This design comes from an exercise in tuning for small area, a short achievable clock period and few clock cycles per item on the open sky130 flow, not from production work. At most, simulation tests tie the RTL to the original design; equivalence was not proved. The RTL of run 1 was laid out without a check of its function. Power is estimated from default activity; no workload was simulated.

==> design/flow/flow/run.sh <==
#!/bin/bash
# Layout flow: the standard layout (standard.sh: the standard synthesis and ORFS steps,
# unchanged), with two make settings added:
#  - the buffer that placement puts on every input and output port is a plain buf_1 cell
#    instead of the resizer's default choice (a delay buffer);
set -euo pipefail
MARGIN=6
export BUFFER_PORTS_ARGS="-buffer_cell sky130_fd_sc_hd__buf_1"
bash standard.sh "BUFFER_PORTS_ARGS=$BUFFER_PORTS_ARGS" "SETUP_SLACK_MARGIN=$MARGIN" finish \
  > standard.log 2>&1
==> design/flow/standard.sh <==
#!/bin/bash
# synth_recipe.tcl (not shown) runs the flow's synth.tcl, then flattens the netlist and writes it again
# the make line also repeats each setting of config.mk as NAME=value (left out here)
make -C /OpenROAD-flow-scripts/flow DESIGN_CONFIG=/design/flow/config.mk WORK_HOME=/design/flow/orfs CLKGATE_MAP_FILE= SYNTH_SCRIPT=/design/flow/synth_recipe.tcl "${@:-finish}"
==> design/flow/config.mk <==
export PLATFORM = sky130hd
export DESIGN_NAME = sequence_id_unwrapper
export DESIGN_NICKNAME = sequence_id_unwrapper
export VERILOG_FILES = /design/flow/design.v
export SDC_FILE = /design/flow/constraint.sdc
export NUM_CORES = 4
export LEC_CHECK = 0
export CAP_MARGIN = 20
export CORE_MARGIN = 2
export CORE_UTILIZATION = 40
export SETUP_SLACK_MARGIN = 5
export SLEW_MARGIN = 20
==> design/flow/design.v <==
package sidu_pkg;
  localparam int unsigned IdW  = 64;
  localparam int unsigned CidW = 16;
  localparam int unsigned ThrW = 14;
  localparam int unsigned GenW = 48;
  localparam logic [CidW-1:0] IdSpan   = 16'hFFFF;
  localparam logic [ThrW-1:0] GapReset = 14'd1500;
endpackage
module sidu_flags (
  input  logic [13:0] thr_i,
  input  logic [15:0] cid_i,
  output logic [2:0]  flags_o,     
  output logic [16:0] v1_o
);
  assign flags_o = {cid_i > ~{2'b00, thr_i}, cid_i > {2'b00, thr_i}, cid_i < {1'b0, thr_i, 1'b0}};
  assign v1_o    = {1'b0, cid_i} + 17'h0FFFF;
endmodule
module sidu_step (
  input  logic [13:0] thr_i,
  input  logic [15:0] head_i,
  input  logic [63:0] lid_i,
  input  logic [16:0] blo_i,
  input  logic        db_i,
  input  logic [16:0] r_i,
  input  logic        cr_i,
  input  logic [15:0] cid_i,
  input  logic        wrap_i,      
  input  logic        adv_i,       
  input  logic [16:0] v1_i,        
  output logic        ok_o,
  output logic        head_we_o,
  output logic [63:0] lid_o,
  output logic [16:0] blo_o,
  output logic        db_o,
  output logic [16:0] r_o,
  output logic        cr_o
);
  logic        wrap, adv, raise, gt, cv, cb, bones;
  logic [16:0] v, r65;
  logic [17:0] sv, blo65;
  logic [18:0] d, lo, hi_d;
  logic [46:0] hi, x;
  logic [47:0] pre;
  always_comb begin
    wrap = wrap_i;
    adv  = adv_i;
    v    = wrap ? v1_i : {1'b0, cid_i};
    d    = {2'b00, v} - {2'b00, r_i};
    lo   = d + {5'b00000, thr_i};
    hi_d = {5'b00000, thr_i} - d;
    ok_o = !lo[18] && !hi_d[18];
    gt   = !d[18] && (d != 19'd0);
    blo65 = {1'b0, blo_i} + 18'h0FFFF;         
    cb    = blo65[17];
    sv    = {1'b0, blo_i} + {1'b0, v};
    cv    = sv[17];
    hi    = lid_i[63:17];
    x     = hi ^ {47{db_i}};
    pre[0] = 1'b1;
    for (int i = 1; i <= 47; i++) pre[i] = pre[i-1] & x[i-1];
    bones = pre[47];                           
    raise = gt ^ (bones & (cv ^ cr_i));
    lid_o = {hi ^ ({47{db_i ^ cv}} & pre[46:0]), sv[16:0]};
    blo_o = adv ? blo65[16:0] : blo_i;
    db_o  = cv & ~(adv & cb);
    r65   = r_i + 17'h10001;                   
    if (raise) r_o = (wrap && !adv) ? v1_i : {1'b0, cid_i};
    else       r_o = adv ? r65 : r_i;
    cr_o      = (raise ? cv : cr_i) & ~(adv & cb);
    head_we_o = adv || (cid_i > head_i);
  end
endmodule
module sidu_core (
  input  logic                          clk_i,
  input  logic                          rst_ni,
  input  logic                          step_i,
  output logic                          busy_o,
  input  logic [sidu_pkg::CidW-1:0]     cid_i,
  input  logic                          wrap_i,
  input  logic                          adv_i,
  input  logic                          hwc_i,
  input  logic [16:0]                   v1_i,
  output logic                          hw_d_o,
  output logic [sidu_pkg::ThrW-1:0]     thr_o,
  input  logic                          cfg_we_i,
  input  logic [sidu_pkg::ThrW-1:0]     cfg_data_i,
  input  logic                          ld_we_i,
  input  logic [sidu_pkg::GenW-1:0]     ld_gen_i,
  output logic                          acc_o,
  output logic [sidu_pkg::IdW-1:0]      id_o
);
  logic [13:0] thr_q;
  logic [15:0] head_q;
  logic        hw_q, hw_d;
  logic [63:0] lidn_q, lid_s, lid;    
  logic [16:0] blo_q, blo_s;
  logic        db_q, db_s;
  logic [16:0] r_q, r_s;
  logic        cr_q, cr_s;
  logic        accn_q, ok, head_we, cfix_q;    
  logic        busy_q, zero_q, cy_q;
  logic [3:0]  cnt_q, fa, fb;
  logic [4:0]  fs;
  sidu_step u_step (
    .thr_i     (thr_q),
    .head_i    (head_q),
    .lid_i     (lid),
    .blo_i     (blo_q),
    .db_i      (db_q),
    .r_i       (r_q),
    .cr_i      (cr_q),
    .cid_i     (cid_i),
    .wrap_i    (wrap_i),
    .adv_i     (adv_i),
    .v1_i      (v1_i),
    .ok_o      (ok),
    .head_we_o (head_we),
    .lid_o     (lid_s),
    .blo_o     (blo_s),
    .db_o      (db_s),
    .r_o       (r_s),
    .cr_o      (cr_s)
  );
  always_comb begin
    if (ld_we_i)                          hw_d = 1'b0;
    else if (busy_q)                      hw_d = hw_q;
    else if (cfix_q)                      hw_d = head_q > ~{2'b00, thr_q};
    else if (step_i && ok && head_we)     hw_d = hwc_i;
    else                                  hw_d = hw_q;
  end
  assign lid = ~lidn_q;
  always_comb begin
    fa = (zero_q || cnt_q < 4'd4)  ? 4'h0 : lid[3:0];
    fb = (zero_q || cnt_q >= 4'd12) ? 4'hF : ~lid[19:16];
    fs = {1'b0, fa} + {1'b0, fb} + {4'd0, cy_q};
  end
  always_ff @(posedge clk_i or negedge rst_ni) begin
    if (!rst_ni) begin
      thr_q  <= sidu_pkg::GapReset;
      head_q <= '0;
      hw_q   <= 1'b0;
      r_q    <= 17'd1;
      cfix_q <= 1'b0;
      busy_q <= 1'b1;
      zero_q <= 1'b1;
      cnt_q  <= '0;
      cy_q   <= 1'b0;
    end else begin
      cfix_q <= cfg_we_i;
      hw_q   <= hw_d;
      if (cfg_we_i) thr_q <= cfg_data_i;
      if (ld_we_i) begin
        head_q <= '0;
        r_q    <= 17'd1;
        busy_q <= 1'b1;
        zero_q <= 1'b0;
        cnt_q  <= '0;
        cy_q   <= 1'b0;
      end else if (busy_q) begin
        cnt_q  <= cnt_q + 4'd1;
        cy_q   <= fs[4];
        busy_q <= (cnt_q != 4'd15);
      end else if (step_i && ok) begin
        if (head_we) head_q <= cid_i;
        r_q <= r_s;
      end
    end
  end
  always_ff @(posedge clk_i) begin
    if (ld_we_i) begin
      lidn_q[63:16] <= ~ld_gen_i;
    end else if (busy_q) begin
      lidn_q <= ~{fs[3:0], lid[63:4]};
      if (cnt_q == 4'd15) begin
        blo_q <= lid[20:4];
        db_q  <= 1'b0;
        cr_q  <= &lid[20:4];                   
      end
    end else if (step_i && ok) begin
      lidn_q <= ~lid_s;
      blo_q <= blo_s;
      db_q  <= db_s;
      cr_q  <= cr_s;
    end
    if (step_i) accn_q <= !ok;
  end
  assign busy_o = busy_q;
  assign hw_d_o = hw_d;
  assign thr_o  = thr_q;
  assign acc_o  = !accn_q;
  assign id_o   = ~(lidn_q | {64{accn_q}});
endmodule
module sequence_id_unwrapper (
  input  logic                          clk_i,
  input  logic                          rst_ni,
  input  logic                          cfg_valid_i,
  output logic                          cfg_ready_o,
  input  logic [sidu_pkg::ThrW-1:0]     gap_threshold_i,
  input  logic                          gen_load_i,
  input  logic [sidu_pkg::GenW-1:0]     gen_value_i,
  input  logic                          in_valid_i,
  output logic                          in_ready_o,
  input  logic [sidu_pkg::CidW-1:0]     compressed_id_i,
  output logic                          out_valid_o,
  input  logic                          out_ready_i,
  output logic                          accepted_o,
  output logic [sidu_pkg::IdW-1:0]      full_id_o
);
  logic                      a_vld_q, b_free_q, out_vld_q;
  logic [sidu_pkg::CidW-1:0] a_cid_q, b_cid_q, a_cid_d;
  logic [2:0]                a_flg_q, a_flg_d, flg;
  logic                      wrap_q, adv_q, wrap_d, hw_d;
  logic [16:0]               a_v1_q, a_v1_d;
  logic [sidu_pkg::ThrW-1:0] thr;
  logic                      step, a_free, take, busy;
  assign take        = in_valid_i && b_free_q;
  assign step        = a_vld_q && !busy && (!out_vld_q || out_ready_i);
  assign a_free      = !a_vld_q || step;
  assign in_ready_o  = b_free_q;
  assign cfg_ready_o = 1'b1;
  assign a_cid_d     = b_free_q ? compressed_id_i : b_cid_q;
  assign flg         = a_free ? a_flg_d : a_flg_q;
  assign wrap_d      = hw_d && flg[0];
  sidu_flags u_flags (
    .thr_i   (thr),
    .cid_i   (a_cid_d),
    .flags_o (a_flg_d),
    .v1_o    (a_v1_d)
  );
  sidu_core u_core (
    .clk_i      (clk_i),
    .rst_ni     (rst_ni),
    .step_i     (step),
    .busy_o     (busy),
    .cid_i      (a_cid_q),
    .wrap_i     (wrap_q),
    .adv_i      (adv_q),
    .hwc_i      (a_flg_q[2]),
    .v1_i       (a_v1_q),
    .hw_d_o     (hw_d),
    .thr_o      (thr),
    .cfg_we_i   (cfg_valid_i),
    .cfg_data_i (gap_threshold_i),
    .ld_we_i    (gen_load_i),
    .ld_gen_i   (gen_value_i),
    .acc_o      (accepted_o),
    .id_o       (full_id_o)
  );
  always_ff @(posedge clk_i or negedge rst_ni) begin
    if (!rst_ni) begin
      a_vld_q   <= 1'b0;
      b_free_q  <= 1'b1;
      out_vld_q <= 1'b0;
    end else begin
      if (a_free) begin
        a_vld_q  <= !b_free_q || take;
        b_free_q <= 1'b1;
      end else if (take) begin
        b_free_q <= 1'b0;
      end
      if (step) begin
        out_vld_q <= 1'b1;
      end else if (out_ready_i) begin
        out_vld_q <= 1'b0;
      end
    end
  end
  always_ff @(posedge clk_i) begin
    wrap_q <= wrap_d;
    adv_q  <= wrap_d && flg[1];
    if (a_free) begin
      a_cid_q <= a_cid_d;
      a_flg_q <= a_flg_d;
      a_v1_q  <= a_v1_d;
    end
    if (!a_free && take) b_cid_q <= compressed_id_i;
  end
  assign out_valid_o = out_vld_q;
endmodule
==> design/flow/constraint.sdc <==
create_clock -name core_clock -period 10.0 [get_ports {clk_i}]
set_input_delay 2.0000 -clock core_clock [delete_from_list [all_inputs] [get_ports {clk_i}]]
set_output_delay 2.0000 -clock core_clock [all_outputs]
set_load 0.01 [all_outputs]
==> results by group, run 1 <==
Status
  – Status: no timing/DRC/antenna violations

Worst setup path
  – WP data required: 10180 ps
  – Worst R2R End: u_core.blo_q[4]$_DFFE_PP_
  – Startpoint class of the critical path: flip-flop
  – R2R setup slack: 5010 ps
  – Crit path max fanout: 12
  – Worst setup EP type: flip-flop
  – Worst-case reg-to-reg path depth: 24
  – R2R Path Start: wrap_q$_DFF_P_
  – Arr. time, crit path: 5170 ps
  – WS Path Type: reg -> reg

Yosys
  – Yosys reg bits: approximately 200
  – Synthesized netlist cell count: 1674
  – Commonest cells in the netlist: 175 x nor2_1, 143 x ha_1, 134 x edfxtp_1, 111 x nand2_1
  – Cell with the most instances after synthesis: nor2_1
  – Post-synth EDFFs: 134
  – Top FF cell, synth: edfxtp_1
  – Syn_nets: 1905
  – Synth cell types: 95
  – Total number of yosys warnings: 3
  – Mapped Avg Cell Area: 9.230 sq um
  – Top cells by area, synth: edfxtp_1 26%, ha_1 12%, dfrtp_1 7.8%
  – Area share of the largest cell type after synthesis: 26.04%
  – Async SR Flop Fraction: 29.95%
  – Post-synthesis sequential area ratio: 36.21%
  – Area leader, netlist: edfxtp_1
  – Post-Synthesis Cell Area: 15450 sq um

Final layout
  – Diodes inserted: 0
  – Post-layout nets: 2086
  – Finished Layout Cells: between 2000 and 2500
  – Fillcell total: 3588
  – P&R area growth vs syn: 22.33%
  – Layout cells sized above 1: 18.04%

Clock network
  – Clk latency of the worst-skew pair: approximately 470 ps
  – Reg clk slew, reported paths: roughly 80 ps
  – Max H-tree Level: 4
  – TritonCTS clock tree: yes
  – CTS Root Cell: clkbuf_16
  – TritonCTS buffer count: 17
  – Maximum clock path buffer count: 2
  – Sink Count: 197

STA
  – Final-report max-slew violation count: 0
  – Slew at the pin closest to its max-slew limit: 1077 ps
  – Fin Setup TNS: 0 ps
  – Min Clock Period, post-route: 4994 ps
  – Skew final: ~15 ps
  – Fin crit share: 49.94%
  – Setup violators final: 0
  – Fin. Hold Viols: 0
  – Slew headroom: 28.10%
  – Unrepaired setup endpoints after global routing: true
  – Achievable Freq: 200.3 MHz

Worst hold path
  – Critical hold path startpoint: u_core.zero_q$_DFFE_PN1P_
  – Cell depth of the worst hold path: 1
  – Worst Hold End: u_core.zero_q$_DFFE_PN1P_
  – Hold Crit Class: reg -> reg

Placement
  – Final Wtd Congestion: between 0.9 and 1
  – Port bufs: 150
  – Number of instances in the placed design: approximately 2300
  – Dpl hpwl: 35500 um

Drt
  – Routed length per instance: 20.96 um
  – DR vias/cell: 5.765
  – Post-route DRC: 0
  – DR pass1 iterations: 6
  – ANT nets after route: 0
  – Initial detailed-routing violation count: 950
  – Routed via count: about 14000
  – Final wirelength: 49850 um

Floorplan
  – I/O pin cnt: 152
  – Core region area: 37840 sq um
  – Die height: 200.5 um
  – Core Rows: 71
  – Width of the die: 200.5 um
  – Area of the die: 40220 sq um
  – Starting Density: 40.83%

Pwr
  – Max VDD drop: 125.3 uV
  – Pwr dens: approximately 100 nW/um^2
  – Design Power: 1.926 mW
  – LEAKAGE: 7.041 nW

Global route
  – Number of global-route vias before repair: 13160
  – All-Layer GR Usage: around a quarter
  – First-pass GRT wire length: 76230 um
  – Initial antenna violation count: 0
  – GRT overflow: 0
  – Pin count of the biggest net entering global routing: 66

Job
  – Max Cap Violations: 0
-- worst max-delay path by stage --
stage	startpoint	to	slack, ps	depth (start not counted)
after floorplan	wrap_q$_DFF_P_	u_core.cr_q$_DFFE_PP_	5260	21
after global placement	wrap_q$_DFF_P_	u_core.blo_q[5]$_DFFE_PP_	4280	15
after detailed placement	wrap_q$_DFF_P_	u_core.blo_q[2]$_DFFE_PP_	4140	17
after CTS	wrap_q$_DFF_P_	adv_q$_DFF_P_	5110	24
after global routing	wrap_q$_DFF_P_	adv_q$_DFF_P_	4840	24
final	wrap_q$_DFF_P_	u_core.blo_q[4]$_DFFE_PP_	5010	24
-- power breakdown --
part,switching [mW],internal [mW],leakage [nW]
registers,0.0622,0.908,2.09
clock network,0.341,0.407,0.304
logic,0.113,0.0944,4.65
total,0.516,1.41,7.04
-- repair_timing --
item,in CTS,in global routing
endpoints found under the setup margin,170,150
hold buffers,0,0
cloned,6,4
resized for setup,66,76
buffers inserted,47,29
pin swaps,30,51
endpoints found under the hold margin,0,0
-- sequential cells by signal, summed over array words and instances (netlist names) --
signal	cells
u_core.lidn_q	64
a_v1_q	17
u_core.blo_q	17
u_core.r_q	17
a_cid_q	16
b_cid_q	16
u_core.head_q	16
u_core.thr_q	14
u_core.cnt_q	4
a_flg_q	3
a_vld_q	1
adv_q	1
b_free_q	1
out_vld_q	1
u_core.accn_q	1
u_core.busy_q	1
u_core.cfix_q	1
u_core.cr_q	1
u_core.cy_q	1
u_core.db_q	1
u_core.hw_q	1
u_core.zero_q	1
wrap_q	1
-- cells by family (layout without fill, tap and decap cells) --
kind of cell | Yosys count | count (layout) | synth area share [%]
AOI/OAI and AO/OA | 425 | 426 | 18.50
xor gates and xnor gates | 117 | 117 | 6.681
adders and majority gates | 147 | 147 | 12.10
buffers and inverters | 186 | 373 | 4.802
DFF | 197 | 197 | 36.21
muxes | 63 | 63 | 4.389
other | 1 | 1 | 0.02427
and+or+nand+nor | 538 | 544 | 17.30
-- layout make-up --
type / instances / area (sq um) / area share [%]
Tap cell: 511 / 639.4 / 3.383
Inverter: 100 / 375.4 / 1.986
Timing Repair Buffer: 241 / 1491 / 7.890
Sequential cell: 197 / 5598 / 29.62
Multi-Input combinational cell: 1298 / 10190 / 53.90
Clock buffer: 23 / 499.2 / 2.641
Clock inverter: 9 / 111.4 / 0.5891
-- through the flow --
stage / hold slack, ps / worst slack (ps) / util (%) / instance area, sq um
CTS: 491.9 / 5109 / 48.06 / 18190
detailed placement: 478.6 / 4139 / 44.14 / 16700
finish: 492.8 / 5006 / 49.95 / 18900
global route: 518.7 / 4840 / 49.95 / 18900
global placement: 478.0 / 4284 / 44.14 / 16700
floorplan: 460.8 / 5261 / - / 15850
-- layer usage --
metal	up-vias	track usage [%]	wire, um
met4	0	8.598	1563
met5	-	0	0
li1	6482	-	-
met3	70	3.506	2957
met1	6649	31.35	21240
met2	513	41.00	24090
-- critical path: stages, from the launching register on --
cell and delay [ps]:
dfxtp_4 370, buf_12 130, buf_6 110, mux2_4 320
ha_4 250, buf_4 140, and3_1 200, o21ai_4 80
a311oi_2 70, o21ai_2 170, or4b_1 470, o311a_1 170
inv_2 70, ha_4 200, or4_4 430, nor2_4 100
a311oi_2 80, buf_4 160, nor4b_4 220, buf_4 180
a41o_4 170, buf_12 130, nand2_8 60, a21oi_4 230
buf_12 170
-- placed cells by master (no fill, tap or decap), types with 12 or more instances in the layout --
cell,n
nor2_1,172
buf_1,147
edfxtp_1,134
ha_1,125
nand2_1,105
inv_1,93
o21ai_0,87
xnor2_1,82
buf_4,65
a21oi_1,61
dfrtp_1,48
nor3_1,46
nand3_1,39
o21a_1,33
nand4_1,29
xor2_1,29
mux2_2,27
mux2i_1,25
a21oi_2,25
a221oi_1,22
a21o_1,21
o21ai_1,19
clkbuf_16,18
nor2b_1,17
a31oi_1,17
o211ai_1,16
or3_1,15
ha_4,14
a21boi_0,13
and3_1,12
==> run 2, diff against run 1 <==
--- a/design/flow/design.v
+++ b/design/flow/design.v
@@ -40,3 +40,3 @@
   logic [17:0] sv, blo65;
-  logic [18:0] d, lo, hi_d;
+  logic [18:0] lo, hi_d;
   logic [46:0] hi, x;
@@ -47,7 +47,6 @@
     v    = wrap ? v1_i : {1'b0, cid_i};
-    d    = {2'b00, v} - {2'b00, r_i};
-    lo   = d + {5'b00000, thr_i};
-    hi_d = {5'b00000, thr_i} - d;
+    lo   = {2'b00, v} + {5'b00000, thr_i} - {2'b00, r_i};
+    hi_d = {2'b00, r_i} + {5'b00000, thr_i} - {2'b00, v};
     ok_o = !lo[18] && !hi_d[18];
-    gt   = !d[18] && (d != 19'd0);
+    gt   = v > r_i;
     blo65 = {1'b0, blo_i} + 18'h0FFFF;         
--- a/design/flow/flow/run.sh
+++ b/design/flow/flow/run.sh
@@ -6,3 +6,3 @@
 set -euo pipefail
-MARGIN=6
+MARGIN=6.5
 export BUFFER_PORTS_ARGS="-buffer_cell sky130_fd_sc_hd__buf_1"
==> run 2 against run 1 <==
Net effect:
- wire length up 2.5%
- clock skew up 3.2 ps
- worst setup slack better by 1200 ps
- non-clock buffer count up 66
- sequential share of layout area down 3.3 points
- via count up 1.1%
- synthesized area up 1.4%
- cell count up 3.2%
- highest routed layer unchanged
==> results by group, run 2 <==
Floorplan
  – Core region area: 38650 sq um (+2.1%)
  – Core Rows: 72 (+1.4%)
  – Starting Density: 40.52% (-0.30 points)
  – Die height: 201.9 um (+0.66%)
  – Area of the die: 40750 sq um (+1.3%)
  – Width of the die: 201.9 um (+0.66%)
  – I/O pin cnt: 152 (unchanged)

Global route
  – M1 GR Usage: 32.20% (+0.85 points)
  – Grt met2 use: 38.99% (-2.0 points)
  – First-pass GRT wire length: 75140 um (-1.4%)
  – Initial antenna violation count: 0 (unchanged)
  – Gr busiest metal: met2
  – All-Layer GR Usage: 23.57% (-0.57 points)
  – Met3 usage: 3.354% (-0.15 points)
  – Number of global-route vias before repair: 13450 (+2.2%)
  – GRT overflow: 0 (unchanged)
  – Pin count of the biggest net entering global routing: 69 (+4.5%)

Placement
  – Port bufs: 150 (unchanged)
  – Number of instances in the placed design: 2271 (+0.44%)
  – Dpl hpwl: 32450 um (-8.6%)
  – Final Wtd Congestion: 0.9016 (-2.4%)

STA
  – Setup violators final: 0 (unchanged)
  – Skew final: 18.65 ps (+3.191 ps)
  – Fin crit share: 38.32% (-12 points)
  – Fin. Hold Viols: 0 (unchanged)
  – Slew at the pin closest to its max-slew limit: 854.8 ps (-222.2 ps)
  – Unrepaired setup endpoints after global routing: true
  – Achievable Freq: 261.0 MHz (+30%)
  – Slew headroom: 43.01% (+15 points)
  – Min Clock Period, post-route: 3832 ps (-1162 ps)
  – Hold Slack: 493.8 ps (+1.062 ps)
  – Final-report max-slew violation count: 0 (unchanged)
  – Fin Setup TNS: 0 ps (unchanged)

Yosys
  – Post-synthesis sequential area ratio: 35.72% (-0.49 points)
  – Post-Synthesis Cell Area: 15660 sq um (+1.4%)
  – Post-synth EDFFs: 134 (unchanged)
  – Top cells by area, synth: edfxtp_1 26%, ha_1 12%, dfrtp_1 7.7%
  – Async SR Flop Fraction: 29.95% (unchanged)
  – Area share of the largest cell type after synthesis: 25.69% (-0.35 points)
  – Cell with the most instances after synthesis: ha_1
  – Adder-cell share of the synthesized area: 16.03% (+3.9 points)
  – XOR/XNOR Fraction of Synth Area: 6.271% (-0.41 points)
  – Synth cell types: 77 (-19%)
  – Largest family of logic cells by synthesized area: simple AND/OR/NAND/NOR gates
  – Area leader, netlist: edfxtp_1
  – Top FF cell, synth: edfxtp_1
  – Fraction of synthesized area in multiplexers: 4.650% (+0.26 points)
  – Area share of and/or/nand/nor cells after synthesis: 16.19% (-1.1 points)
  – Mapped Avg Cell Area: 9.361 sq um (+1.4%)
  – Compound-Gate Fraction of Synth Area: 15.37% (-3.1 points)
  – Syn_nets: 1939 (+1.8%)
  – Commonest cells in the netlist: 151 x ha_1, 146 x nor2_1, 145 x inv_1, 134 x edfxtp_1, 118 x nand2_1
  – Total number of yosys warnings: 3 (unchanged)
  – Yosys reg bits: 197 (unchanged)
  – Synthesized netlist cell count: 1673 (-0.060%)

Final layout
  – Most common cell after layout, fill and taps aside: edfxtp_1
  – Finished Layout Cells: 2456 (+3.2%)
  – Post-layout nets: 2191 (+5.0%)
  – P&R area growth vs syn: 36.05%
  – Layout cells sized above 1: 28.12% (+10 points)
  – Fillcell total: 3310 (-7.7%)
  – Most frequent cells in the layout: 134 x edfxtp_1, 129 x ha_1, 118 x inv_1, 111 x nand2_1, 101 x buf_1
  – Top reg by flops: u_core.lidn_q
  – Number of flip-flops in the largest register: 64 (unchanged)
  – Diodes inserted: 0 (unchanged)

Worst setup path
  – Biggest cell delay along the critical path: 250 ps (-220 ps)
  – Top delay family on crit path: buffers and inverters
  – Worst-case reg-to-reg path depth: 17 (-29%)
  – R2R Path Start: wrap_q$_DFF_P_
  – Worst R2R End: u_core.r_q[6]$_DFFE_PN0P_
  – WP data required: 10230 ps (+50 ps)
  – Crit path max fanout: 3 (-9)
  – Worst setup EP type: flip-flop
  – Most common cell on crit path: buf_6
  – CP max-delay cell: ha_2
  – R2R setup slack: 6220 ps (+1210 ps)
  – Arr. time, crit path: 4060 ps (-1110 ps)
  – Startpoint class of the critical path: primary input
  – WS Path Type: in -> reg
  – Crit path buf inv count: 13 (+5)
  – Crit path cell chain: buf_6 -> mux2i_4 -> ha_2 -> o21ai_2 -> buf_4 -> buf_4 -> buf_6 -> buf_6 -> buf_6 -> buf_6 -> buf_6 -> buf_6 -> buf_6 -> buf_6 -> buf_6 -> buf_6 -> xnor2_2

Worst hold path
  – Worst Hold End: u_core.zero_q$_DFFE_PN1P_
  – Critical hold path startpoint: u_core.zero_q$_DFFE_PN1P_
  – Cell depth of the worst hold path: 1 (unchanged)
  – Hold Crit Class: reg -> reg

Drt
  – ANT nets after route: 0 (unchanged)
  – DR pass1 iterations: 5 (-1)
  – Initial detailed-routing violation count: 1029 (+8.3%)
  – Post-route DRC: 0 (unchanged)
  – Final wirelength: 51120 um (+2.5%)
  – Routed length per instance: 20.81 um (-0.68%)
  – Routed via count: 13870 (+1.1%)
  – DR vias/cell: 5.646 (-2.1%)

Clock network
  – Max H-tree Level: 4 (unchanged)
  – TritonCTS buffer count: 17 (unchanged)
  – Clk latency of the worst-skew pair: 480 ps (about the same)
  – Maximum clock path buffer count: 2 (unchanged)
  – Sink Count: 197 (unchanged)
  – TritonCTS clock tree: yes
  – CTS Root Cell: clkbuf_16
  – Reg clk slew, reported paths: 80 ps (about the same)

Pwr
  – Max VDD drop: 124.3 uV (-0.83%)
  – Design Power: 1.980 mW (+2.8%)
  – Pwr dens: 92.91 nW/um^2 (-8.8%)
  – LEAKAGE: 8.345 nW (+19%)

Status
  – Status: no timing/DRC/antenna violations

Job
  – Max Cap Violations: 0 (unchanged)
run 2: final cells by class:
type | instances | area, sq um | share of cell area [%]
repair buffers | 307 | 2826 | 13.26
clock buffers | 20 | 467.9 | 2.196
clock inverters | 12 | 108.9 | 0.5109
flip-flops and latches | 197 | 5605 | 26.31
well taps | 518 | 648.1 | 3.042
inverters | 146 | 555.5 | 2.607
multi-input cells | 1256 | 11100 | 52.07
run 2: worst max path at each step:
stage	endpoint	slack (ps)	start	cells after the start
2_1_floorplan	a_v1_q[16]$_DFFE_PN_	6000	compressed_id_i[0]	9
3_3_place_gp	adv_q$_DFF_P_	5240	wrap_q$_DFF_P_	15
3_5_place_dp	adv_q$_DFF_P_	5160	wrap_q$_DFF_P_	15
4_1_cts	a_v1_q[15]$_DFFE_PN_	6220	compressed_id_i[2]	11
5_1_grt	u_core.r_q[6]$_DFFE_PN0P_	6060	wrap_q$_DFF_P_	17
6_report	a_v1_q[4]$_DFFE_PN_	6170	compressed_id_i[1]	17
run 2: logic make-up (layout without fill, tap and decap cells):
family | after synthesis | count (layout)
muxes | 69 | 70
adders and majority gates | 182 | 182
other | 1 | 1
AOI/OAI and AO/OA | 379 | 379
xor gates and xnor gates | 110 | 110
DFF | 197 | 197
and+or+nand+nor | 507 | 514
buffers and inverters | 228 | 485
run 2: per-stage QoR:
step	util (%)	area [sq um]	worst slack, ps
2_1_floorplan	-	16030	5998
3_5_place_dp	43.85	16950	5156
4_1_cts	50.97	19700	6224
6_report	55.13	21310	6168
5_1_grt	55.13	21310	6059
3_3_place_gp	43.85	16950	5242
run 2: layer usage:
layer | vias up | share of wire (%)
li1 | 6498 | -
met5 | - | 0
met1 | 6781 | 44
met2 | 488 | 48
met4 | 0 | 2.6
met3 | 99 | 5.3
run 2: power breakdown:
| group | switching, mW | internal [mW] | leakage (nW) |
|---|---|---|---|
| logic | 0.164 | 0.136 | 5.96 |
| registers | 0.0603 | 0.909 | 2.10 |
| clock network | 0.361 | 0.350 | 0.287 |
| total | 0.585 | 1.39 | 8.34 |
run 2: repair_timing:
action	CTS	global route
setup endpoints to repair	246	221
hold buffers	0	0
gates cloned	18	8
gates resized for setup	249	304
pin swaps	85	116
setup buffers	83	44
Testbench counts of run 2, summed over its fixed seeds: cycles 80,176, items 80,000.
==> run 3, diff against run 2 <==
--- a/design/flow/flow/run.sh
+++ b/design/flow/flow/run.sh
@@ -6,3 +6,3 @@
 set -euo pipefail
-MARGIN=6.5
+MARGIN=6
 export BUFFER_PORTS_ARGS="-buffer_cell sky130_fd_sc_hd__buf_1"
--- a/design/flow/config.mk
+++ b/design/flow/config.mk
@@ -10,2 +10,3 @@
 export CORE_UTILIZATION = 40
+export CTS_BUF_LIST = sky130_fd_sc_hd__clkbuf_8
 export SETUP_SLACK_MARGIN = 5
==> run 3 against run 2 <==
Net effect:
- total power shrank 12%
- cell count down 3.9%
- final area is 14% lower
- clock power is 24% lower
- first-iteration DRC count grew 3.1%
- highest routed layer unchanged
- synthesized cell count did not move
- maximum frequency shrank 1.8%
- wire length is 11% lower
- core utilization down 7.7 points
- non-clock buffer count shrank 92
- synthesized area stayed put
==> results by group, run 3 <==
Placement
  – Port bufs: 150 (unchanged)
  – Dpl hpwl: 32350 um (-0.32%)
  – Post-DP Area: 16730 sq um (-1.3%)
  – Final Wtd Congestion: 0.8960 (-0.62%)

Pwr
  – Sw Pwr: 531.0 uW (-9.2%)
  – Switching part of the total: 30.37% (+0.83 points)
  – Share of power burned in registers: 54.8% (+5.9 points)
  – LEAKAGE: 7.155 nW (-14%)
  – Int Pwr: 1.217 mW (-13%)
  – Pwr dens: 95.47 nW/um^2 (+2.8%)
  – Combinational power share: 14.2% (-1.0 points)
  – Max VDD drop: 84.91 uV (-32%)
  – Clock Power Share: 30.9% (-5.0 points)

Drt
  – DR pass1 iterations: 5 (unchanged)
  – Routed via count: 13090 (-5.6%)
  – Routed length per instance: 19.30 um (-7.3%)
  – Initial detailed-routing violation count: 1061 (+3.1%)
  – ANT nets after route: 0 (unchanged)
  – DR vias/cell: 5.547 (-1.8%)
  – Final wirelength: 45520 um (-11%)
  – Post-route DRC: 0 (unchanged)

Yosys
  – Area leader, netlist: edfxtp_1
  – Synthesized netlist cell count: 1673 (unchanged)
  – Commonest cells in the netlist: 151 x ha_1, 146 x nor2_1, 145 x inv_1, 134 x edfxtp_1, 118 x nand2_1
  – Top FF cell, synth: edfxtp_1
  – Async SR Flop Fraction: 29.95% (unchanged)
  – Synth cell types: 77 (unchanged)
  – Top cells by area, synth: edfxtp_1 26%, ha_1 12%, dfrtp_1 7.7%
  – Yosys reg bits: 197 (unchanged)
  – Syn_nets: 1939 (unchanged)
  – Cell with the most instances after synthesis: ha_1
  – Mapped Avg Cell Area: 9.361 sq um (unchanged)
  – Area share of the largest cell type after synthesis: 25.69% (unchanged)
  – Post-synthesis sequential area ratio: 35.72% (unchanged)
  – Post-Synthesis Cell Area: 15660 sq um (unchanged)
  – Total number of yosys warnings: 3 (unchanged)
  – Post-synth EDFFs: 134 (unchanged)

STA
  – Slew headroom: 43.37% (+0.36 points)
  – Fin crit share: 39.03% (+0.71 points)
  – Fin Setup TNS: 0 ps (unchanged)
  – Min Clock Period, post-route: 3903 ps (+71.08 ps)
  – Setup violators final: 0 (unchanged)
  – Final-report max-slew violation count: 0 (unchanged)
  – Slew at the pin closest to its max-slew limit: 849.5 ps (-5.343 ps)
  – Skew final: 20.09 ps (+1.438 ps)
  – Achievable Freq: 256.2 MHz (-1.8%)
  – Fin. Hold Viols: 0 (unchanged)
  – Unrepaired setup endpoints after global routing: true

Final layout
  – Number of flip-flops in the largest register: 64 (unchanged)
  – Layout cells sized above 1: 12.18% (-16 points)
  – Fin area: 18310 sq um (-14%)
  – Top reg by flops: u_core.lidn_q
  – Most frequent cells in the layout: 148 x buf_1, 144 x nor2_1, 143 x ha_1, 134 x edfxtp_1, 131 x inv_1
  – P&R area growth vs syn: 16.94%
  – Post-layout nets: 2092 (-4.5%)
  – Most common cell after layout, fill and taps aside: buf_1

Worst hold path
  – Hold Crit Class: reg -> reg
  – Worst Hold End: a_flg_q[0]$_DFF_P_
  – Cell depth of the worst hold path: 2 (+1)
  – Critical hold path startpoint: a_flg_q[0]$_DFF_P_

Worst setup path
  – Crit path cell chain: buf_1 -> mux2i_2 -> inv_1 -> ha_1 -> nor4b_4 -> nor2b_1 -> nand4b_1 -> nor4b_1 -> or4_1 -> a31oi_1
  – Worst R2R End: u_core.lidn_q[16]$_DFFE_PP_
  – Arr. time, crit path: 4170 ps (+110 ps)
  – Startpoint class of the critical path: primary input
  – Worst setup EP type: flip-flop
  – Crit path buf inv count: 2 (-11)
  – Worst path depth: 10 (-7)
  – Biggest cell delay along the critical path: 390 ps (+140 ps)
  – WP data required: 10270 ps (+40 ps)
  – R2R Path Start: wrap_q$_DFF_P_
  – Top delay family on crit path: simple AND/OR/NAND/NOR gates
  – Worst-case reg-to-reg path depth: 16 (-1)
  – CP max-delay cell: ha_1
  – Crit path max fanout: 4 (+1)
  – R2R setup slack: 6110 ps (-110 ps)
  – WS Path Type: in -> reg

Floorplan
  – Starting Density: 40.52% (unchanged)
  – Width of the die: 201.9 um (unchanged)
  – Die height: 201.9 um (unchanged)
  – I/O pin cnt: 152 (unchanged)
  – Area of the die: 40750 sq um (unchanged)
  – Core region area: 38650 sq um (unchanged)
  – Core Rows: 72 (unchanged)

Clock network
  – Clk latency of the worst-skew pair: 520 ps (+40 ps)
  – Reg clk slew, reported paths: 120 ps (+40 ps)
  – Maximum clock path buffer count: 2 (unchanged)
  – TritonCTS clock tree: yes
  – CTS Root Cell: clkbuf_8
  – CTS Hold Buffers Added: 0 (unchanged)
  – Sink Count: 197 (unchanged)
  – TritonCTS buffer count: 17 (unchanged)
  – Max H-tree Level: 4 (unchanged)

Global route
  – Number of global-route vias before repair: 12260 (-8.8%)
  – First-pass GRT wire length: 68110 um (-9.4%)
  – Pin count of the biggest net entering global routing: 76 (+10%)
  – GRT overflow: 0 (unchanged)
  – All-Layer GR Usage: 21.24% (-2.3 points)
  – Initial antenna violation count: 0 (unchanged)

Status
  – Status: no timing/DRC/antenna violations

Job
  – Max Cap Violations: 0 (unchanged)
-- run 3: cell count changes in the layout (fill, tap and decap cells not counted), moves of 15 or more --
| cell | previous run | this run |
|---|---|---|
| buf_6 | 84 | 9 |
| buf_4 | 73 | 37 |
| clkbuf_8 | 1 | 17 |
| a21oi_1 | 73 | 90 |
| buf_1 | 101 | 148 |
| o21ai_0 | 59 | 92 |
| o21ai_1 | 47 | 29 |
| nor2_1 | 93 | 144 |
| buf_12 | 23 | 8 |
| nor2_4 | 46 | 2 |
-- run 3: metrics by stage --
stage	utilization (%)	instances	setup slack, ps	power [mW]	hold slack, ps
2_1_floorplan	-	1673	5997	1.123	428.3
3_3_place_gp	43.28	2274	5188	1.205	455.7
3_5_place_dp	43.28	2274	4962	1.211	456.3
4_1_cts	44.90	2314	5993	1.746	489.9
5_1_grt	47.37	2357	5929	1.822	495.7
6_report	47.39	2359	6097	1.748	492.8
-- run 3: power groups by stage --
stage	combinational [mW]	sequential (mW)	clock, mW
6_report	0.249	0.959	0.541
5_1_grt	0.281	0.965	0.576
4_1_cts	0.240	0.958	0.548
3_5_place_dp	0.235	0.976	0
3_3_place_gp	0.230	0.974	0
2_1_floorplan	0.173	0.950	0
-- run 3: repair_timing --
item,in CTS,in global routing
setup endpoints to repair,162,169
gates resized for setup,35,89
gates cloned,1,12
pin swaps,9,20
buffers inserted,7,30
-- run 3: cells by family after synthesis --
kind of cell	count (synthesis)	share of synthesized area (%)
muxes	69	4.650
other	1	0.02394
xor gates and xnor gates	110	6.272
and+or+nand+nor	507	16.19
AOI/OAI and AO/OA	379	15.37
buffers and inverters	228	5.752
adders and majority gates	182	16.03
DFF	197	35.72
-- run 3: how the worst max path moves through the flow --
| stage | start | to |
|---|---|---|
| 5_1_grt | wrap_q$_DFF_P_ | u_core.lidn_q[55]$_DFFE_PP_ |
| 3_5_place_dp | wrap_q$_DFF_P_ | adv_q$_DFF_P_ |
| 2_1_floorplan | compressed_id_i[0] | a_v1_q[16]$_DFFE_PN_ |
| 4_1_cts | wrap_q$_DFF_P_ | adv_q$_DFF_P_ |
| 6_report | compressed_id_i[11] | a_flg_q[2]$_DFFE_PN_ |
| 3_3_place_gp | wrap_q$_DFF_P_ | adv_q$_DFF_P_ |
-- run 3: layout make-up --
class / instances / area, sq um
clock buffers: 17 / 234.0
clock inverters: 15 / 147.6
inverters: 146 / 555.5
flip-flops and latches: 197 / 5602
diodes: 2 / 5.005
repair buffers: 215 / 1370
well taps: 518 / 648.1
fillers: 3674 / 20330
multi-input cells: 1249 / 9752
-- run 3: layer usage --
layer  GRT usage (%)  wire length, um
met2           34.59            21570
met1           30.00            21070
met3           2.580             2063
met5               0                0
met4           5.357              821
-- run 3: tightest hold or removal path, stage by stage (launching register included) --
cell and delay, ps:
dfxtp_1 340, a21oi_1 90, inv_1 50
==> run 4, diff against run 3 <==
--- a/design/flow/config.mk
+++ b/design/flow/config.mk
@@ -10,3 +10,2 @@
 export CORE_UTILIZATION = 40
-export CTS_BUF_LIST = sky130_fd_sc_hd__clkbuf_8
 export SETUP_SLACK_MARGIN = 5
==> run 4 against run 3 <==
Net effect:
- non-clock buffer count down 9
- still clean
- critical path depth unchanged
- highest routed layer unchanged
- largest power group unchanged
- maximum frequency down 1.1%
- wire length down 2.2%
- global-route usage about the same
- total power up 9.2%
- first-iteration DRC count down 4.2%
- synthesized area unchanged
- final area down 0.66%
==> results by group, run 4 <==
Worst setup path
  – CP max-delay cell: ha_1
  – Worst setup EP type: flip-flop
  – Crit path max fanout: 4 (unchanged)
  – Startpoint class of the critical path: primary input
  – Biggest cell delay along the critical path: 390 ps (about the same)
  – Crit path cell chain: buf_1 -> mux2i_2 -> inv_1 -> ha_1 -> nor4b_4 -> nor2b_1 -> nand4b_1 -> nor4b_1 -> or4_1 -> a31oi_1
  – WP data required: 10200 ps (-70 ps)
  – Arr. time, crit path: 4150 ps (-20 ps)
  – Top delay family on crit path: simple AND/OR/NAND/NOR gates
  – Worst-case reg-to-reg path depth: 17 (+1)
  – WS Path Type: in -> reg
  – R2R Path Start: wrap_q$_DFF_P_
  – R2R setup slack: 6130 ps (+20 ps)
  – Worst R2R End: adv_q$_DFF_P_
  – Crit path buf inv count: 2 (unchanged)

Worst hold path
  – Critical hold path startpoint: a_flg_q[0]$_DFF_P_
  – Worst Hold End: a_flg_q[0]$_DFF_P_
  – Hold Crit Class: reg -> reg
  – Cell depth of the worst hold path: 2 (unchanged)

Placement
  – Port bufs: 150 (unchanged)
  – Dpl hpwl: 32350 um (unchanged)
  – Final Wtd Congestion: 0.8960 (unchanged)

Pwr
  – LEAKAGE: 7.137 nW (-0.25%)
  – Max VDD drop: 123.1 uV (+45%)
  – Pwr dens: 105.0 nW/um^2 (+10%)
  – Design Power: 1.910 mW (+9.2%)

Floorplan
  – Width of the die: 201.9 um (unchanged)
  – Core region area: 38650 sq um (unchanged)
  – Starting Density: 40.52% (unchanged)
  – Core Rows: 72 (unchanged)
  – Area of the die: 40750 sq um (unchanged)
  – Die height: 201.9 um (unchanged)
  – I/O pin cnt: 152 (unchanged)

STA
  – Slew headroom: 43.45% (+0.081 points)
  – Fin Setup TNS: 0 ps (unchanged)
  – Unrepaired setup endpoints after global routing: true
  – Fin crit share: 39.46% (+0.42 points)
  – Skew final: 13.90 ps (-6.190 ps)
  – Setup violators final: 0 (unchanged)
  – Fin. Hold Viols: 0 (unchanged)
  – Hold Slack: 488.0 ps (-4.805 ps)
  – Slew at the pin closest to its max-slew limit: 848.2 ps (-1.222 ps)
  – Min Clock Period, post-route: 3946 ps (+42.41 ps)
  – Achievable Freq: 253.5 MHz (-1.1%)
  – Final-report max-slew violation count: 0 (unchanged)

Final layout
  – Layout cells sized above 1: 11.09% (-1.1 points)
  – Area of the multi-input gates: 9639 sq um (-1.2%)
  – Final Util: 47.07% (-0.31 points)
  – Fillcell total: 3685 (+0.30%)
  – Most common cell after layout, fill and taps aside: buf_1
  – Number of flip-flops in the largest register: 64 (unchanged)
  – Top reg by flops: u_core.lidn_q
  – Sequential Area: 5602 sq um (unchanged)
  – Post-layout nets: 2083 (-0.43%)
  – Most frequent cells in the layout: 148 x buf_1, 147 x ha_1, 144 x nor2_1, 135 x inv_1, 134 x edfxtp_1
  – P&R area growth vs syn: 16.16%

Yosys
  – Commonest cells in the netlist: 151 x ha_1, 146 x nor2_1, 145 x inv_1, 134 x edfxtp_1, 118 x nand2_1
  – Top FF cell, synth: edfxtp_1
  – Cell with the most instances after synthesis: ha_1
  – Area leader, netlist: edfxtp_1
  – Syn_nets: 1939 (unchanged)
  – Total number of yosys warnings: 3 (unchanged)
  – Synth cell types: 77 (unchanged)
  – Mapped Avg Cell Area: 9.361 sq um (unchanged)
  – Post-Synthesis Cell Area: 15660 sq um (unchanged)
  – Area share of the largest cell type after synthesis: 25.69% (unchanged)
  – Yosys reg bits: 197 (unchanged)
  – Top cells by area, synth: edfxtp_1 26%, ha_1 12%, dfrtp_1 7.7%
  – Synthesized netlist cell count: 1673 (unchanged)
  – Post-synthesis sequential area ratio: 35.72% (unchanged)
  – Async SR Flop Fraction: 29.95% (unchanged)
  – Post-synth EDFFs: 134 (unchanged)

Clock network
  – Sink Count: 197 (unchanged)
  – Maximum clock path buffer count: 2 (unchanged)
  – CTS Root Cell: clkbuf_16
  – TritonCTS clock tree: yes
  – Reg clk slew, reported paths: 80 ps (-40 ps)
  – Max H-tree Level: 4 (unchanged)
  – Clk latency of the worst-skew pair: 460 ps (-60 ps)
  – TritonCTS buffer count: 17 (unchanged)
  – CTS Hold Buffers Added: 0 (unchanged)

Global route
  – M1 GR Usage: 30.07% (+0.065 points)
  – Pin count of the biggest net entering global routing: 76 (unchanged)
  – First-pass GRT wire length: 68190 um (+0.12%)
  – Gr busiest metal: met2
  – Number of global-route vias before repair: 12260 (-0.0082%)
  – Initial antenna violation count: 0 (unchanged)
  – Grt met2 use: 34.61% (about the same)
  – All-Layer GR Usage: 21.29% (+0.049 points)
  – Met3 usage: 2.854% (+0.27 points)
  – GRT overflow: 0 (unchanged)

Drt
  – DR vias/cell: 5.505 (-0.75%)
  – ANT nets after route: 0 (unchanged)
  – Routed length per instance: 18.95 um (-1.8%)
  – Routed via count: 12940 (-1.1%)
  – Initial detailed-routing violation count: 1016 (-4.2%)
  – Post-route DRC: 0 (unchanged)
  – Final wirelength: 44530 um (-2.2%)
  – DR pass1 iterations: 5 (unchanged)

Status
  – Status: no timing/DRC/antenna violations

Job
  – Max Cap Violations: 0 (unchanged)
[run 4: cell counts after synthesis]
No cell type changed its count.
[run 4: layout make-up]
class | instances | share of cell area (%)
clock buffer | 17 | 2.338
multi-input combinational | 1249 | 52.98
inverter | 146 | 3.054
sequential | 197 | 30.79
tap | 518 | 3.563
antenna | 2 | 0.02751
clock inverter | 15 | 0.8116
timing repair buffer | 206 | 6.431
[run 4: stage by stage]
step	instances	area [sq um]	worst slack (ps)
floorplan	1673	15750	5997
global placement	2274	16730	5188
detailed placement	2274	16730	4962
CTS	2314	17550	6001
global route	2348	18190	5904
finish	2350	18190	6055
[run 4: repair_timing]
item | 4_1_cts | 5_1_grt
pin swaps | 9 | 13
cloned | 1 | 5
hold endpoints to repair | 0 | 0
buffers inserted | 7 | 28
gates resized for setup | 35 | 60
setup endpoints to repair | 162 | 170
[run 4: how the worst max path moves through the flow]
stage | startpoint | endpoint | slack, ps | cells after the start
2_1_floorplan | compressed_id_i[0] | a_v1_q[16]$_DFFE_PN_ | 6000 | 9
3_3_place_gp | wrap_q$_DFF_P_ | adv_q$_DFF_P_ | 5190 | 17
3_5_place_dp | wrap_q$_DFF_P_ | adv_q$_DFF_P_ | 4960 | 17
4_1_cts | wrap_q$_DFF_P_ | adv_q$_DFF_P_ | 6000 | 17
5_1_grt | wrap_q$_DFF_P_ | u_core.lidn_q[21]$_DFFE_PP_ | 5900 | 16
6_report | compressed_id_i[10] | a_flg_q[2]$_DFFE_PN_ | 6050 | 10
[run 4: metal layers]
metal | part of all wire, % | up-vias
met2 | 47 | 353
met1 | 47 | 6274
li1 | - | 6269
met5 | 0 | -
met3 | 4.3 | 41
met4 | 1.7 | 0
[run 4: where the power goes]
| group | total (mW) | leakage [nW] | switching [mW] | internal, mW |
|---|---|---|---|---|
| Sequential | 0.959 | 2.10 | 0.0502 | 0.909 |
| Clock | 0.705 | 0.273 | 0.355 | 0.350 |
| Combinational | 0.246 | 4.76 | 0.142 | 0.104 |
[run 4: worst reg2reg max path, cell delays in order, from the launching register on]
cell       delay (ps)
dfxtp_4           410
clkbuf_16         180
mux2i_4           270
inv_2             110
buf_4             150
fa_1              470
inv_1              60
ha_1              190
or3_1             380
a2111oi_4         310
o211ai_1          160
and3_4            210
buf_12            140
o21ai_1           100
buf_6             160
o211a_1           190
a211oi_4           60
nor4b_1           240
[run 4: logic make-up (layout without fill, tap and decap cells)]
logic type / after synthesis / in the layout / share of synthesized area, %
muxes: 69 / 69 / 4.650
adders and majority gates: 182 / 182 / 16.03
xor gates and xnor gates: 110 / 110 / 6.272
and+or+nand+nor: 507 / 508 / 16.19
other: 1 / 3 / 0.02394
DFF: 197 / 197 / 35.72
buffers and inverters: 228 / 384 / 5.752
AOI/OAI and AO/OA: 379 / 379 / 15.37
==> run 5, diff against run 4 <==
--- a/design/flow/config.mk
+++ b/design/flow/config.mk
@@ -12 +12,2 @@
 export SLEW_MARGIN = 20
+export TNS_END_PERCENT = 0
==> run 5 against run 4 <==
Net effect:
- final area decreased by 1.1%
- global-route usage up 0.12 points
- still clean on timing, DRC and antenna
- largest power group unchanged
- synthesized area is the same
- register-to-register slack worse by 90 ps
- largest cell class unchanged
- combinational power about the same
==> results by group, run 5 <==
Yosys
  – Area share of the largest cell type after synthesis: 25.69% (unchanged)
  – Yosys reg bits: 197 (unchanged)
  – Synth cell types: 77 (unchanged)
  – Top cells by area, synth: edfxtp_1 26%, ha_1 12%, dfrtp_1 7.7%
  – Area leader, netlist: edfxtp_1
  – Synthesized netlist cell count: 1673 (unchanged)
  – Post-synthesis sequential area ratio: 35.72% (unchanged)
  – Commonest cells in the netlist: 151 x ha_1, 146 x nor2_1, 145 x inv_1, 134 x edfxtp_1, 118 x nand2_1
  – Mapped Avg Cell Area: 9.361 sq um (unchanged)
  – Total number of yosys warnings: 3 (unchanged)
  – Post-synth EDFFs: 134 (unchanged)
  – Async SR Flop Fraction: 29.95% (unchanged)
  – Cell with the most instances after synthesis: ha_1
  – Post-Synthesis Cell Area: 15660 sq um (unchanged)
  – Syn_nets: 1939 (unchanged)
  – Top FF cell, synth: edfxtp_1

Floorplan
  – Core Rows: 72 (unchanged)
  – I/O pin cnt: 152 (unchanged)
  – Die height: 201.9 um (unchanged)
  – Width of the die: 201.9 um (unchanged)
  – Core region area: 38650 sq um (unchanged)
  – Starting Density: 40.52% (unchanged)
  – Area of the die: 40750 sq um (unchanged)

Clock network
  – TritonCTS buffer count: 17 (unchanged)
  – Max H-tree Level: 4 (unchanged)
  – Maximum clock path buffer count: 2 (unchanged)
  – Clk latency of the worst-skew pair: 470 ps (about the same)
  – Sink Count: 197 (unchanged)
  – CTS Root Cell: clkbuf_16
  – CTS Hold Buffers Added: 0 (unchanged)
  – Reg clk slew, reported paths: 80 ps (about the same)
  – TritonCTS clock tree: yes

Pwr
  – Max VDD drop: 126.8 uV (+3.0%)
  – LEAKAGE: 7.025 nW (-1.6%)
  – Design Power: 1.893 mW (-0.89%)
  – Pwr dens: 105.2 nW/um^2 (+0.19%)

STA
  – Worst setup margin: 6036 ps (-18.17 ps)
  – Fin. Hold Viols: 0 (unchanged)
  – Fin crit share: 39.64% (+0.18 points)
  – Unrepaired setup endpoints after global routing: true
  – Skew final: 17.85 ps (+3.948 ps)
  – Setup violators final: 0 (unchanged)
  – Slew headroom: 34.32% (-9.1 points)
  – Min Clock Period, post-route: 3964 ps (+18.17 ps)
  – Final-report max-slew violation count: 0 (unchanged)
  – Fin Setup TNS: 0 ps (unchanged)
  – Achievable Freq: 252.3 MHz (-0.46%)
  – Hold Slack: 489.1 ps (+1.066 ps)
  – Slew at the pin closest to its max-slew limit: 985.2 ps (+136.9 ps)

Worst setup path
  – Beginning of the critical path: wrap_q$_DFF_P_
  – WS Path Type: reg -> reg
  – Startpoint class of the critical path: flip-flop
  – Worst setup EP type: flip-flop
  – Arr. time, crit path: 4290 ps (+140 ps)
  – R2R Path Start: wrap_q$_DFF_P_
  – Crit path max fanout: 18 (+14)
  – WP data required: 10320 ps (+120 ps)

Drt
  – Post-route DRC: 0 (unchanged)
  – Initial detailed-routing violation count: 945 (-7.0%)
  – DR pass1 iterations: 5 (unchanged)
  – Routed length per instance: 19.25 um (+1.6%)
  – Final wirelength: 44880 um (+0.78%)
  – DR vias/cell: 5.556 (+0.92%)
  – Routed via count: 12950 (+0.11%)
  – ANT nets after route: 0 (unchanged)

Worst hold path
  – Hold Crit Class: reg -> reg
  – Critical hold path startpoint: a_vld_q$_DFFE_PN0N_

Final layout
  – Top reg by flops: u_core.lidn_q
  – P&R area growth vs syn: 14.91%
  – Fillcell total: 3731 (+1.2%)
  – Number of flip-flops in the largest register: 64 (unchanged)
  – Most frequent cells in the layout: 148 x buf_1, 147 x ha_1, 144 x nor2_1, 136 x inv_1, 134 x edfxtp_1
  – Diodes inserted: 0 (-2)
  – Final Util: 46.57% (-0.51 points)
  – Most common cell after layout, fill and taps aside: buf_1
  – Post-layout nets: 2066 (-0.82%)
  – Layout cells sized above 1: 10.04% (-1.1 points)

Job
  – Max Cap Violations: 0 (unchanged)

Global route
  – GRT overflow: 0 (unchanged)
  – All-Layer GR Usage: 21.41% (+0.12 points)
  – First-pass GRT wire length: 68820 um (+0.92%)
  – Number of global-route vias before repair: 12620 (+2.9%)
  – Initial antenna violation count: 0 (unchanged)
  – Pin count of the biggest net entering global routing: 85 (+12%)

Placement
  – Port bufs: 150 (unchanged)
  – Dpl hpwl: 32460 um (+0.34%)
  – Final Wtd Congestion: 0.8759 (-2.2%)
  – Pre-CTS worst setup slack: 4928 ps (-34.84 ps)

Status
  – Status: no timing/DRC/antenna violations
[run 5: per-layer routing]
layer	share of wire (%)	track usage, %
met5	0	0
met4	2.0	5.777
met3	4.1	2.870
met2	47	34.13
met1	47	30.55
[run 5: metrics by stage]
step / area, sq um / instances
5_1_grt: 18000 / 2331
4_1_cts: 17480 / 2316
3_5_place_dp: 16720 / 2274
2_1_floorplan: 15750 / 1673
6_report: 18000 / 2331
3_3_place_gp: 16720 / 2274
[run 5: worst paths after layout]
| check | to | slack (ps) | cells past startpoint |
|---|---|---|---|
| hold / removal | out_vld_q$_DFFE_PN0P_ | 490 | 2 |
| min in group asynchronous | u_core.thr_q[9]$_DFFE_PN0P_ | 1720 | 2 |
| max in group asynchronous | u_core.cy_q$_DFFE_PN0P_ | 7720 | 2 |
| setup reg to reg | adv_q$_DFF_P_ | 6040 | 16 |
| hold reg to reg | out_vld_q$_DFFE_PN0P_ | 490 | 2 |
| setup / recovery | adv_q$_DFF_P_ | 6040 | 16 |
[run 5: final cells by class]
cell class,count,area [sq um],area share (%)
flip-flops and latches,197,5602,31.13
clock inverters,14,125.1,0.6953
multi-input cells,1249,9609,53.40
inverters,146,555.5,3.087
well taps,518,648.1,3.601
repair buffers,189,1027,5.708
clock buffers,18,429.2,2.385
[run 5: logic make-up (layout without fill, tap and decap cells)]
logic type                 count (synthesis)  after routing  synth area share (%)
other                                      1              1               0.02394
and+or+nand+nor                          507            508                 16.19
muxes                                     69             69                 4.650
DFF                                      197            197                 35.72
xor gates and xnor gates                 110            110                 6.272
adders and majority gates                182            182                 16.03
buffers and inverters                    228            367                 5.752
AOI/OAI and AO/OA                        379            379                 15.37
[run 5: critical path, stage by stage, from the launching register on]
cell       delay (ps)
dfxtp_4           410
clkbuf_16         200
mux2i_2           330
inv_1             140
ha_1              200
inv_1              70
fa_1              450
nor4_2            370
o211ai_1          150
o211ai_1          240
and3_4            240
buf_12            160
o21ai_1            90
buf_6             160
o211a_1           240
a211oi_4          260
nor4b_2            80
[run 5: what timing repair did]
action	in CTS	in global routing
gates resized for setup	21	65
hold endpoints to repair	0	0
pin swaps	5	11
gates cloned	1	7
endpoints found under the setup margin	163	165
buffers inserted	9	8
[run 5: power by group]
part | internal, mW | total (mW) | leakage [nW] | switching (mW)
Combinational | 0.102 | 0.243 | 4.66 | 0.141
Sequential | 0.909 | 0.959 | 2.10 | 0.0500
Clock | 0.346 | 0.692 | 0.266 | 0.346
Total | 1.36 | 1.89 | 7.03 | 0.537
==> run 6, diff against run 5 <==
--- a/design/flow/config.mk
+++ b/design/flow/config.mk
@@ -12,2 +12,2 @@
 export SLEW_MARGIN = 20
-export TNS_END_PERCENT = 0
+export TNS_END_PERCENT = 10
==> run 6 against run 5 <==
Net effect:
- critical endpoint is now a_v1_q[16]$_DFFE_PN_
- combinational power about the same
- worst setup slack better by 8.6 ps
- largest cell class unchanged
- largest power group unchanged
- synthesized area unchanged
- highest routed layer unchanged
- flip-flop and latch count unchanged
==> results by group, run 6 <==
Worst hold path
  – Cell depth of the worst hold path: 2 (unchanged)
  – Critical hold path startpoint: a_vld_q$_DFFE_PN0N_
  – Worst Hold End: out_vld_q$_DFFE_PN0P_
  – Hold Crit Class: reg -> reg

Pwr
  – Max VDD drop: 131.0 uV (+3.3%)
  – LEAKAGE: 7.038 nW (+0.18%)
  – Pwr dens: 105.0 nW/um^2 (-0.14%)

Worst setup path
  – Crit path buf inv count: 1 (-4)
  – CP max-delay cell: or3_1
  – WS Path Type: in -> reg
  – Startpoint class of the critical path: primary input
  – Worst R2R End: u_core.r_q[3]$_DFFE_PN0P_
  – Arr. time, crit path: 4170 ps (-120 ps)
  – Crit path cell chain: buf_1 -> mux2i_4 -> ha_2 -> o21ai_2 -> or3_4 -> nor3_4 -> and3_1 -> and3_4 -> nand3_2 -> or3_1
  – Top delay family on crit path: simple AND/OR/NAND/NOR gates
  – Worst-case reg-to-reg path depth: 15 (-1)
  – Crit path max fanout: 6 (-12)
  – WP data required: 10210 ps (-110 ps)
  – Biggest cell delay along the critical path: 380 ps (-70 ps)
  – Worst setup EP type: flip-flop
  – R2R setup slack: 6090 ps (+50 ps)
  – R2R Path Start: wrap_q$_DFF_P_

Drt
  – ANT nets after route: 0 (unchanged)
  – DR vias/cell: 5.533 (-0.42%)
  – Final wirelength: 44690 um (-0.41%)
  – Initial detailed-routing violation count: 964 (+2.0%)
  – DR pass1 iterations: 6 (+1)
  – Routed length per instance: 19.17 um (-0.41%)
  – Post-route DRC: 0 (unchanged)
  – Routed via count: 12900 (-0.42%)

Global route
  – Initial antenna violation count: 0 (unchanged)
  – M1 GR Usage: 30.63% (+0.085 points)
  – Number of global-route vias before repair: 12590 (-0.17%)
  – GRT overflow: 0 (unchanged)
  – All-Layer GR Usage: 21.43% (+0.022 points)
  – Gr busiest metal: met2
  – First-pass GRT wire length: 68870 um (about the same)
  – Pin count of the biggest net entering global routing: 85 (unchanged)
  – Grt met2 use: 34.20% (+0.074 points)
  – Met3 usage: 2.854% (-0.016 points)

Final layout
  – Final Util: 46.65% (+0.084 points)
  – P&R area growth vs syn: 15.12%
  – Top reg by flops: u_core.lidn_q
  – Fin area: 18030 sq um (+0.18%)
  – Number of flip-flops in the largest register: 64 (unchanged)
  – Diodes inserted: 0 (unchanged)
  – Most frequent cells in the layout: 148 x buf_1, 147 x ha_1, 144 x nor2_1, 136 x inv_1, 134 x edfxtp_1
  – Layout cells sized above 1: 10.04% (unchanged)
  – Post-layout nets: 2066 (unchanged)
  – Fillcell total: 3727 (-0.11%)
  – Most common cell after layout, fill and taps aside: buf_1

STA
  – Fin. Hold Viols: 0 (unchanged)
  – Unrepaired setup endpoints after global routing: true
  – Slew at the pin closest to its max-slew limit: 982.2 ps (-3.009 ps)
  – Setup violators final: 0 (unchanged)
  – Fin Setup TNS: 0 ps (unchanged)
  – Achievable Freq: 252.8 MHz (+0.22%)
  – Skew final: 16.89 ps (-0.9618 ps)
  – Fin crit share: 39.55% (-0.086 points)
  – Final-report max-slew violation count: 0 (unchanged)
  – Slew headroom: 34.52% (+0.20 points)
  – Min Clock Period, post-route: 3955 ps (-8.580 ps)

Yosys
  – Syn_nets: 1939 (unchanged)
  – Async SR Flop Fraction: 29.95% (unchanged)
  – Yosys reg bits: 197 (unchanged)
  – Post-synth EDFFs: 134 (unchanged)
  – Post-synthesis sequential area ratio: 35.72% (unchanged)
  – Synthesized netlist cell count: 1673 (unchanged)
  – Area share of the largest cell type after synthesis: 25.69% (unchanged)
  – Mapped Avg Cell Area: 9.361 sq um (unchanged)
  – Commonest cells in the netlist: 151 x ha_1, 146 x nor2_1, 145 x inv_1, 134 x edfxtp_1, 118 x nand2_1
  – Cell with the most instances after synthesis: ha_1
  – Top cells by area, synth: edfxtp_1 26%, ha_1 12%, dfrtp_1 7.7%
  – Post-Synthesis Cell Area: 15660 sq um (unchanged)
  – Area leader, netlist: edfxtp_1
  – Top FF cell, synth: edfxtp_1
  – Total number of yosys warnings: 3 (unchanged)
  – Synth cell types: 77 (unchanged)

Clock network
  – TritonCTS buffer count: 17 (unchanged)
  – CTS Root Cell: clkbuf_16
  – CTS Hold Buffers Added: 0 (unchanged)
  – Maximum clock path buffer count: 2 (unchanged)
  – Max H-tree Level: 4 (unchanged)
  – Reg clk slew, reported paths: 80 ps (about the same)
  – TritonCTS clock tree: yes
  – Sink Count: 197 (unchanged)
  – Clk latency of the worst-skew pair: 470 ps (about the same)

Floorplan
  – Core region area: 38650 sq um (unchanged)
  – Core Rows: 72 (unchanged)
  – Width of the die: 201.9 um (unchanged)
  – Starting Density: 40.52% (unchanged)
  – I/O pin cnt: 152 (unchanged)
  – Area of the die: 40750 sq um (unchanged)
  – Die height: 201.9 um (unchanged)

Placement
  – Final Wtd Congestion: 0.8759 (unchanged)
  – Dpl hpwl: 32460 um (unchanged)
  – Port bufs: 150 (unchanged)
  – Post-DP Area: 16720 sq um (unchanged)

Status
  – Status: no timing/DRC/antenna violations

Job
  – Max Cap Violations: 0 (unchanged)
run 6: stage by stage:
stage	total power, mW	hold slack (ps)	cells	setup slack (ps)
CTS	1.904	475.5	2316	5915
floorplan	1.123	428.3	1673	5960
detailed placement	1.211	456.3	2274	4928
global placement	1.205	453.5	2274	5116
finish	1.894	488.7	2331	6045
global route	1.975	514.4	2331	5950
run 6: area by class of cell:
class	instances	area, sq um	area share (%)
Tap cell	518	648.1	3.595
Multi-Input combinational cell	1249	9624	53.38
Sequential cell	197	5602	31.07
Timing Repair Buffer	189	1045	5.795
Clock inverter	14	125.1	0.6940
Inverter	146	555.5	3.081
Clock buffer	18	429.2	2.380
run 6: how the worst max path moves through the flow:
stage	startpoint	endpoint	slack [ps]	cells after the start
floorplan	compressed_id_i[0]	a_v1_q[16]$_DFFE_PN_	5960	9
global placement	wrap_q$_DFF_P_	adv_q$_DFF_P_	5120	17
detailed placement	wrap_q$_DFF_P_	adv_q$_DFF_P_	4930	17
CTS	wrap_q$_DFF_P_	u_core.r_q[16]$_DFFE_PN0P_	5920	14
global route	wrap_q$_DFF_P_	u_core.r_q[3]$_DFFE_PN0P_	5950	15
finish	compressed_id_i[0]	a_v1_q[16]$_DFFE_PN_	6040	10
run 6: repair_timing:
action / in CTS / in global routing
setup buffers: 9 / 9
cloned: 1 / 6
pin swaps: 5 / 12
hold endpoints to repair: 0 / 0
gates resized for setup: 27 / 62
endpoints found under the setup margin: 163 / 165
run 6: worst reg2reg max path: stages (launching register included):
cell and delay [ps]:
dfxtp_4 400, clkbuf_16 200, mux2i_4 290, inv_2 120, ha_4 300, o211ai_1 100, o211ai_1 360, nand4_1 280
a41oi_4 370, buf_4 180, mux2i_4 290, xnor2_4 190, clkbuf_16 230, a211oi_1 190, a21oi_1 60, o221a_1 240
run 6: where the power goes:
| part | switching, mW | total (mW) | internal [mW] | leakage (nW) |
|---|---|---|---|---|
| combinational | 0.141 | 0.244 | 0.103 | 4.67 |
| clock | 0.345 | 0.691 | 0.346 | 0.266 |
| sequential | 0.0498 | 0.959 | 0.909 | 2.10 |
| total | 0.536 | 1.89 | 1.36 | 7.04 |
run 6: routing by layer:
metal | part of all wire (%) | wire length [um]
met3 | 4.4 | 1964
met4 | 2.1 | 942
met2 | 47 | 20840
met5 | 0 | 0
met1 | 47 | 20950
run 6: cell families after synthesis:
family,Yosys count,share of synthesized area (%)
DFF,197,35.72
other,1,0.02394
AOI/OAI and AO/OA,379,15.37
buffers and inverters,228,5.752
and+or+nand+nor,507,16.19
adders and majority gates,182,16.03
muxes,69,4.650
xor gates and xnor gates,110,6.272

## what the ideal ports hide
The results above use ideal ports. As a check the final layouts listed here were re-extracted and re-timed, cells and wires unchanged.
Step 1, drivers: a clkbuf_16 drives clk_i and a buf_2 each remaining input, both assumed.
Step 2 times the ports against the registers' clock, not the clock port: input delays grow and output delays shrink by t, the midpoint of the rising clock arrivals with the driver on.
Three values: no drivers, after step 1, after step 2; two values: the first two.
| run | t (ns) | setup WS [ns] | hold slack, ns |
|---|---|---|---|
| run 1 | 0.514 | 5.006 / 5.006 / 5.006 | 0.493 / 0.493 / 0.493 |
| run 2 | 0.520 | 6.168 / 6.189 / 5.670 | 0.494 / 0.494 / 0.494 |
| run 3 | 0.559 | 6.097 / 6.106 / 5.566 | 0.493 / 0.493 / 0.493 |
| run 4 | 0.508 | 6.054 / 6.086 / 5.578 | 0.488 / 0.488 / 0.488 |
| run 5 | 0.512 | 6.036 / 6.036 / 5.568 | 0.489 / 0.489 / 0.489 |
| run 6 | 0.512 | 6.045 / 6.069 / 5.558 | 0.489 / 0.489 / 0.489 |
After both steps every run listed still meets setup and hold. For run 3, which loses most, drivers alone change the setup slack by +0.009 ns; drivers and shift together by -0.531 ns.
